Background: an optimization exercise with open tools, aiming at small area. Do not read the settings as production practice.
The RTL was checked by simulation tests, not by an equivalence proof against the original design.
Power figures rest on the tool's default switching activity, not on a simulated workload.

==> design/flow/design.v <==
module spu_wb_stage #(
  parameter int unsigned DEPTH  = 7,
  parameter int unsigned ADDR_W = 7,
  parameter int unsigned DATA_W = 128
) (
  input  logic              clk,
  input  logic              rst,
  input  logic              flush,
  input  logic              ex_v_e,
  input  logic [ADDR_W-1:0] ex_addr_e,
  input  logic [DATA_W-1:0] ex_data_e,
  input  logic [2:0]        ex_lat_e,
  input  logic              ex_v_o,
  input  logic [ADDR_W-1:0] ex_addr_o,
  input  logic [DATA_W-1:0] ex_data_o,
  input  logic [2:0]        ex_lat_o,
  output logic              rt_we_e,
  output logic [ADDR_W-1:0] rt_addr_e,
  output logic [DATA_W-1:0] rt_data_e,
  output logic              rt_we_o,
  output logic [ADDR_W-1:0] rt_addr_o,
  output logic [DATA_W-1:0] rt_data_o,
  input  logic [ADDR_W-1:0] q0_addr,
  input  logic [ADDR_W-1:0] q1_addr,
  output logic              q0_pend,
  output logic              q1_pend,
  output logic              q0_fwd_v,
  output logic              q1_fwd_v,
  output logic [DATA_W-1:0] q0_fwd_data,
  output logic [DATA_W-1:0] q1_fwd_data,
  output logic              err_lat,
  output logic              err_col,
  output logic              waw_drop
);
  localparam int unsigned NS = DEPTH - 1;
  logic [1:0]                    in_v;
  logic [1:0][ADDR_W-1:0]        in_addr;
  logic [1:0][DATA_W-1:0]        in_data;
  logic [1:0][2:0]               in_lat;
  logic [1:0][31:0]              lat_w;
  logic [1:0][NS:1]              st_v_q, st_v_d;
  logic [1:0][NS:1][ADDR_W-1:0]  st_a_q, st_a_d;
  logic [1:0][NS:1][DATA_W-1:0]  st_d_q, st_d_d;
  logic [1:0]                    r_v_q, r_v_d;
  logic [1:0][ADDR_W-1:0]        r_a_q, r_a_d;
  logic [1:0][DATA_W-1:0]        r_d_q, r_d_d;
  logic                          err_lat_q, err_lat_d;
  logic                          err_col_q, err_col_d;
  logic                          waw_q, waw_d;
  logic [1:0][ADDR_W-1:0]        q_addr;
  logic [1:0]                    q_pend;
  always_comb begin
    in_v    = {ex_v_o, ex_v_e};
    in_addr = {ex_addr_o, ex_addr_e};
    in_data = {ex_data_o, ex_data_e};
    in_lat  = {ex_lat_o, ex_lat_e};
    q_addr  = {q1_addr, q0_addr};
  end
  always_comb begin
    st_v_d    = '0;
    st_a_d    = '0;
    st_d_d    = '0;
    r_v_d     = '0;
    r_a_d     = '0;
    r_d_d     = '0;
    lat_w     = '0;
    err_lat_d = 1'b0;
    err_col_d = 1'b0;
    waw_d     = 1'b0;
    for (int unsigned p = 0; p < 2; p++) begin
      r_v_d[p] = st_v_q[p][1];
      r_a_d[p] = st_a_q[p][1];
      r_d_d[p] = st_d_q[p][1];
      for (int unsigned k = 1; k < NS; k++) begin
        st_v_d[p][k] = st_v_q[p][k+1];
        st_a_d[p][k] = st_a_q[p][k+1];
        st_d_d[p][k] = st_d_q[p][k+1];
      end
      lat_w[p] = 32'(in_lat[p]);
      if (in_v[p]) begin
        if (lat_w[p] == 0 || lat_w[p] > DEPTH) begin
          err_lat_d = 1'b1;
        end else if (lat_w[p] == 1) begin
          if (r_v_d[p]) begin
            err_col_d = 1'b1;
          end else begin
            r_v_d[p] = 1'b1;
            r_a_d[p] = in_addr[p];
            r_d_d[p] = in_data[p];
          end
        end else begin
          for (int unsigned k = 1; k <= NS; k++) begin
            if (lat_w[p] == k + 1) begin
              if (st_v_d[p][k]) begin
                err_col_d = 1'b1;
              end else begin
                st_v_d[p][k] = 1'b1;
                st_a_d[p][k] = in_addr[p];
                st_d_d[p][k] = in_data[p];
              end
            end
          end
        end
      end
    end
    if (flush) begin
      st_v_d    = '0;
      r_v_d     = '0;
      err_lat_d = 1'b0;
      err_col_d = 1'b0;
    end
    if (r_v_d[0] && r_v_d[1] && (r_a_d[0] == r_a_d[1])) begin
      r_v_d[0] = 1'b0;
      waw_d    = 1'b1;
    end
  end
  always_ff @(posedge clk) begin
    if (!rst) begin
      st_v_q    <= '0;
      st_a_q    <= '0;
      st_d_q    <= '0;
      r_v_q     <= '0;
      r_a_q     <= '0;
      r_d_q     <= '0;
      err_lat_q <= 1'b0;
      err_col_q <= 1'b0;
      waw_q     <= 1'b0;
    end else begin
      st_v_q    <= st_v_d;
      st_a_q    <= st_a_d;
      st_d_q    <= st_d_d;
      r_v_q     <= r_v_d;
      r_a_q     <= r_a_d;
      r_d_q     <= r_d_d;
      err_lat_q <= err_lat_d;
      err_col_q <= err_col_d;
      waw_q     <= waw_d;
    end
  end
  always_comb begin
    q_pend = '0;
    for (int unsigned q = 0; q < 2; q++) begin
      for (int unsigned p = 0; p < 2; p++) begin
        for (int unsigned k = 1; k <= NS; k++) begin
          if (st_v_q[p][k] && (st_a_q[p][k] == q_addr[q])) begin
            q_pend[q] = 1'b1;
          end
        end
      end
    end
  end
  logic [1:0][DATA_W-1:0] fwd_data;
  always_comb begin
    fwd_data = '0;
    for (int unsigned q = 0; q < 2; q++) begin
      for (int unsigned k = 1; k <= NS; k++) begin
        for (int unsigned p = 0; p < 2; p++) begin
          if (st_v_q[p][k] && (st_a_q[p][k] == q_addr[q])) begin
            fwd_data[q] = st_d_q[p][k];
          end
        end
      end
    end
  end
  assign q0_fwd_v    = q_pend[0];
  assign q1_fwd_v    = q_pend[1];
  assign q0_fwd_data = fwd_data[0];
  assign q1_fwd_data = fwd_data[1];
  assign q0_pend   = q_pend[0];
  assign q1_pend   = q_pend[1];
  assign rt_we_e   = r_v_q[0];
  assign rt_addr_e = r_a_q[0];
  assign rt_data_e = r_d_q[0];
  assign rt_we_o   = r_v_q[1];
  assign rt_addr_o = r_a_q[1];
  assign rt_data_o = r_d_q[1];
  assign err_lat   = err_lat_q;
  assign err_col   = err_col_q;
  assign waw_drop  = waw_q;
endmodule
==> design/flow/run.sh <==
#!/bin/bash
# synth_recipe.tcl (not shown) runs the flow's synth.tcl, then flattens the netlist and writes it again
# the make line also repeats each setting of config.mk as NAME=value (left out here)
make -C /OpenROAD-flow-scripts/flow DESIGN_CONFIG=/design/flow/config.mk WORK_HOME=/design/flow/orfs CLKGATE_MAP_FILE= SYNTH_SCRIPT=/design/flow/synth_recipe.tcl finish
==> design/flow/config.mk <==
export PLATFORM = sky130hd
export DESIGN_NAME = spu_wb_stage
export DESIGN_NICKNAME = spu_wb_stage
export VERILOG_FILES = /design/flow/design.v
export SDC_FILE = /design/flow/constraint.sdc
export NUM_CORES = 4
export LEC_CHECK = 0
export CAP_MARGIN = 20
export CORE_MARGIN = 2
export CORE_UTILIZATION = 40
export SETUP_SLACK_MARGIN = 0.5
export SLEW_MARGIN = 20
==> design/flow/constraint.sdc <==
create_clock -name core_clock -period 8.0 [get_ports {clk}]
set_input_delay 1.6000 -clock core_clock [delete_from_list [all_inputs] [get_ports {clk}]]
set_output_delay 1.6000 -clock core_clock [all_outputs]
set_load 0.01 [all_outputs]
==> impl_metrics.py <==
metrics = {
    "routing": {
        "num_vias": 106000,
        "wl_um": 530000,
        "drt_pass1_iterations": 10,
        "wl_per_cell_um": 34.0,
        "drtIter0Drc": 21000,
        "drc": 0,
        "ant_nets": 0,
        "vias_per_cell": 6.81,
    },
    "min_path": {
        "holdCritPathClass": "flop to flop",
        "hold_path_depth": 2,
    },
    "sta": {
        "setup_viol": 0,
        "fin_crit_sh": 0.948,
        "fin_tns_setup_ns": 0,
        "hold_viol_final": 0,
        "maxSlewHeadroom": 0.122,
        "rsz0062_at_grt": "no",
        "drv_slew": 0,
        "fin_ws_ns": 0.419,
        "timing.fmax_mhz": 132,
        "worst_slew_pin_slew_ns": 1.32,
        "worst_clock_skew_ns": 0.0575,
        "period_needed_ns": 7.58,
    },
    "grt": {
        "grt_start_max_net_pins": 218,
        "grt_pass1_vias": 99900,
        "antenna_found_initial": 45,
        "gr-total-overflow": 0,
        "grt.total_usage": 0.432,
        "grt_first_pass_wirelength_um": 732000,
    },
    "clock_network": {
        "cts_tree": "yes",
        "clock_path_buffers": 3,
        "cts-buffers-inserted": 211,
        "clk_pin_slew_ns": 0.06,
        "cts_hold_buf": 0,
        "clkSinkCount": 1907,
        "clockRootBuffer": "clkbuf_16",
        "cts_max_level": 4,
        "cts_setup_buffers": 0,
        "clk-insertion-delay-late_ns": 0.92,
    },
    "layout": {
        "layout-drive-gt1-share": 0.0842,
        "nets": 12700,
        "fin_area_sq_um": 111000,
        "final_util": 0.486,
        "fillers": 21800,
        "area_delta_synth_final_pct": 20.9,
    },
    "floorplan": {
        "start_util": 0.402,
        "die_h_um": 482,
        "ios": 830,
        "core_sq_um": 227000,
        "die-area_sq_um": 233000,
        "dieWidth_um": 482,
        "num_rows": 175,
    },
    "place": {
        "place.gp.congestion": 0.966,
        "io_buffers": 829,
        "place_area_sq_um": 104000,
        "dpl.hpwl_um": 302000,
        "dp_slack_ns": 0.258,
    },
    "yosys": {
        "yosys-top-cells-area": "dfxtp_1, nand2_1, a21oi_1, clkbuf_1, nand3_1",
        "synth_area_per_cell_sq_um": 7.53,
        "synth_top_cell_by_area": "dfxtp_1",
        "ys_seq_elements": 1907,
        "synth_top_cell_area_share": 0.417,
        "ys_seq_area_frac": 0.417,
        "async_flop_share": 0,
        "ys_types": 74,
        "netlist_instances": 12100,
        "yosysWarnings": 1,
        "synth_fp_nets": 12400,
        "synth-main-ff-cell": "dfxtp_1",
        "synth-edff-count": 0,
        "syn_area_sq_um": 91500,
    },
    "power_and_ir_drop": {
        "intPower_w": 0.0158,
        "p_sw_w": 0.00551,
        "leakage_nw": 38.0,
        "comb_power_share": 0.061,
        "seqPwrFrac": 0.461,
        "power_density_nw_per_um2": 193,
        "p_sw_frac": 0.258,
        "power.share.clock": 0.477,
        "ir_drop_mv": 0.204,
    },
    "setup_path": {
        "worst-setup-path-type": "input port to output port",
        "cp_data_required_time_ns": 6.40,
        "worst-path-max-fanout": 32,
        "cp-end-kind": "output port",
        "rr_worst_depth": 5,
        "critPathArrivalTime_ns": 5.98,
        "start_kind": "input port",
    },
    "run_status": {
        "run_status": "timing/DRC/antenna clean",
    },
    "job": {
        "cap_viol_max_count": 0,
    },
}
[cell families after synthesis]
logic type,Yosys count,synth area share
simple gates,5069,0.230
buf+inv,1174,0.0547
xor+xnor,175,0.0172
compound gates,3675,0.265
mux,143,0.0159
flops,1907,0.417
[power groups by stage]
stage          Combinational [W]  Clock (W)  Sequential, W
2_1_floorplan           0.000525          0        0.00998
3_3_place_gp             0.00123          0         0.0100
3_5_place_dp             0.00124          0         0.0100
4_1_cts                  0.00124     0.0101        0.00982
5_1_grt                  0.00133     0.0105        0.00983
6_report                 0.00131     0.0102        0.00983
[cell type report]
class / count / area (sq um) / share of cell area
inverters: 9 / 41.3 / 0.000373
diodes: 17 / 42.5 / 0.000384
clock inverters: 81 / 1020 / 0.00924
multi-input cells: 9062 / 48700 / 0.440
clock buffers: 297 / 6060 / 0.0548
well taps: 3009 / 3760 / 0.0340
repair buffers: 1227 / 12800 / 0.116
flip-flops and latches: 1907 / 38200 / 0.345
[routing by layer]
layer | part of all wire | GRT usage
met4 | 0.086 | 0.314
met5 | 0.00067 | 0
met2 | 0.41 | 0.629
met3 | 0.16 | 0.151
met1 | 0.35 | 0.527
[flip-flops by register name, indices dropped and copies added, names as in the netlist, 2 cells and up]
name and cells:
r_a_q 14, st_d_q 1536, st_v_q 12, r_v_q 2, st_a_q 84, r_d_q 256
[repair_timing]
item	CTS	global route
endpoints found under the setup margin	7	14
gates resized for setup	3	4
endpoints found under the hold margin	0	0
[per-stage QoR]
stage | instances | total power (W) | hold WS [ns]
global route | 15600 | 0.0217 | 0.467
floorplan | 12100 | 0.0105 | 0.436
global placement | 15200 | 0.0112 | 0.452
detailed placement | 15200 | 0.0113 | 0.454
finish | 15600 | 0.0213 | 0.439
CTS | 15600 | 0.0212 | 0.444
[placed cells by master (no fill, tap or decap), types with 16 or more instances in the layout]
cell type,n
a211o_1,19
a211oi_1,231
a211oi_2,80
a21oi_1,1860
a221o_1,121
a221oi_1,146
a22oi_1,19
a311oi_1,144
and2_1,271
and3_1,36
buf_12,124
buf_4,274
clkbuf_1,41
clkbuf_16,212
clkbuf_8,44
clkdlybuf4s50_1,825
clkinv_2,49
dfxtp_1,1907
diode_2,17
mux2_2,18
mux2i_1,125
nand2_1,3659
nand3_1,382
nand4_1,40
nor2_1,425
nor3_1,71
o211ai_1,165
o211ai_2,80
o21ai_0,232
o221ai_1,67
o221ai_2,44
o22a_1,18
o22ai_1,254
o311a_1,58
o311ai_0,52
o311ai_1,16
or4_1,57
xnor2_1,111
xor2_1,59
[synth_stat cells, types with 16 or more instances]
master	n
a22oi_1	20
a211oi_2	80
o311a_1	58
a221o_1	121
and2_1	276
a311oi_1	144
a211oi_1	232
or4_1	59
mux2_2	18
buf_4	30
buf_6	17
dfxtp_1	1907
nor3_1	80
o221ai_2	44
a21oi_1	1862
nand2_1	3667
buf_2	144
o311ai_1	16
mux2i_1	125
o211ai_2	80
and3_1	36
o211ai_1	165
o22ai_1	254
nand3_1	383
or2_2	19
clkbuf_1	892
o221ai_1	67
a221oi_1	146
o22a_1	18
o311ai_0	52
nand4_1	40
buf_1	71
nor4_1	18
xor2_1	59
nor2_1	440
o21ai_0	232
xnor2_1	111
a211o_1	19
[worst max-delay path, stage by stage]
cell             delay [ns]
clkdlybuf4s50_1        0.86
buf_4                  0.27
xor2_1                 0.19
nor4bb_1               0.11
nand2_4                0.13
buf_4                  0.38
buf_4                  0.85
o22ai_1                0.17
a211o_1                0.31
nand3_1                0.40
clkdlybuf4s50_1        0.68
[worst paths after layout]
path                      from  slack, ns               to
setup / recovery    q0_addr[1]       0.42  q0_fwd_data[25]
hold / removal    st_d_q[1250]       0.44     st_d_q[1122]
setup reg to reg     st_v_q[3]       4.68      st_d_q[336]
hold reg to reg   st_d_q[1250]       0.44     st_d_q[1122]

-- re-timing with driven ports --
No port has a modelled driver above. Below, the same layout with a new extraction and two added sets of constraints. Step 1 assumes that a clkbuf_16 drives the clock port and a buf_2 every other input. Step 2, shift: input delay + t, output delay - t, t = (earliest + latest rising clock arrival at the registers) / 2. This alone moves slack from input paths to output paths. a / b / c = ideal / step 1 / step 2; a / b = the first two.
t (ns): 0.989
slack for setup (ns): 0.419 / 0.396 / 0.396
slew at the worst register clock pin (ns): 0.07 / 0.07
pins driven straight from the clock port: 1
After both steps setup and hold are still met in this run. For this run, drivers alone change the setup slack by -0.023 ns; drivers and shift together by -0.023 ns.
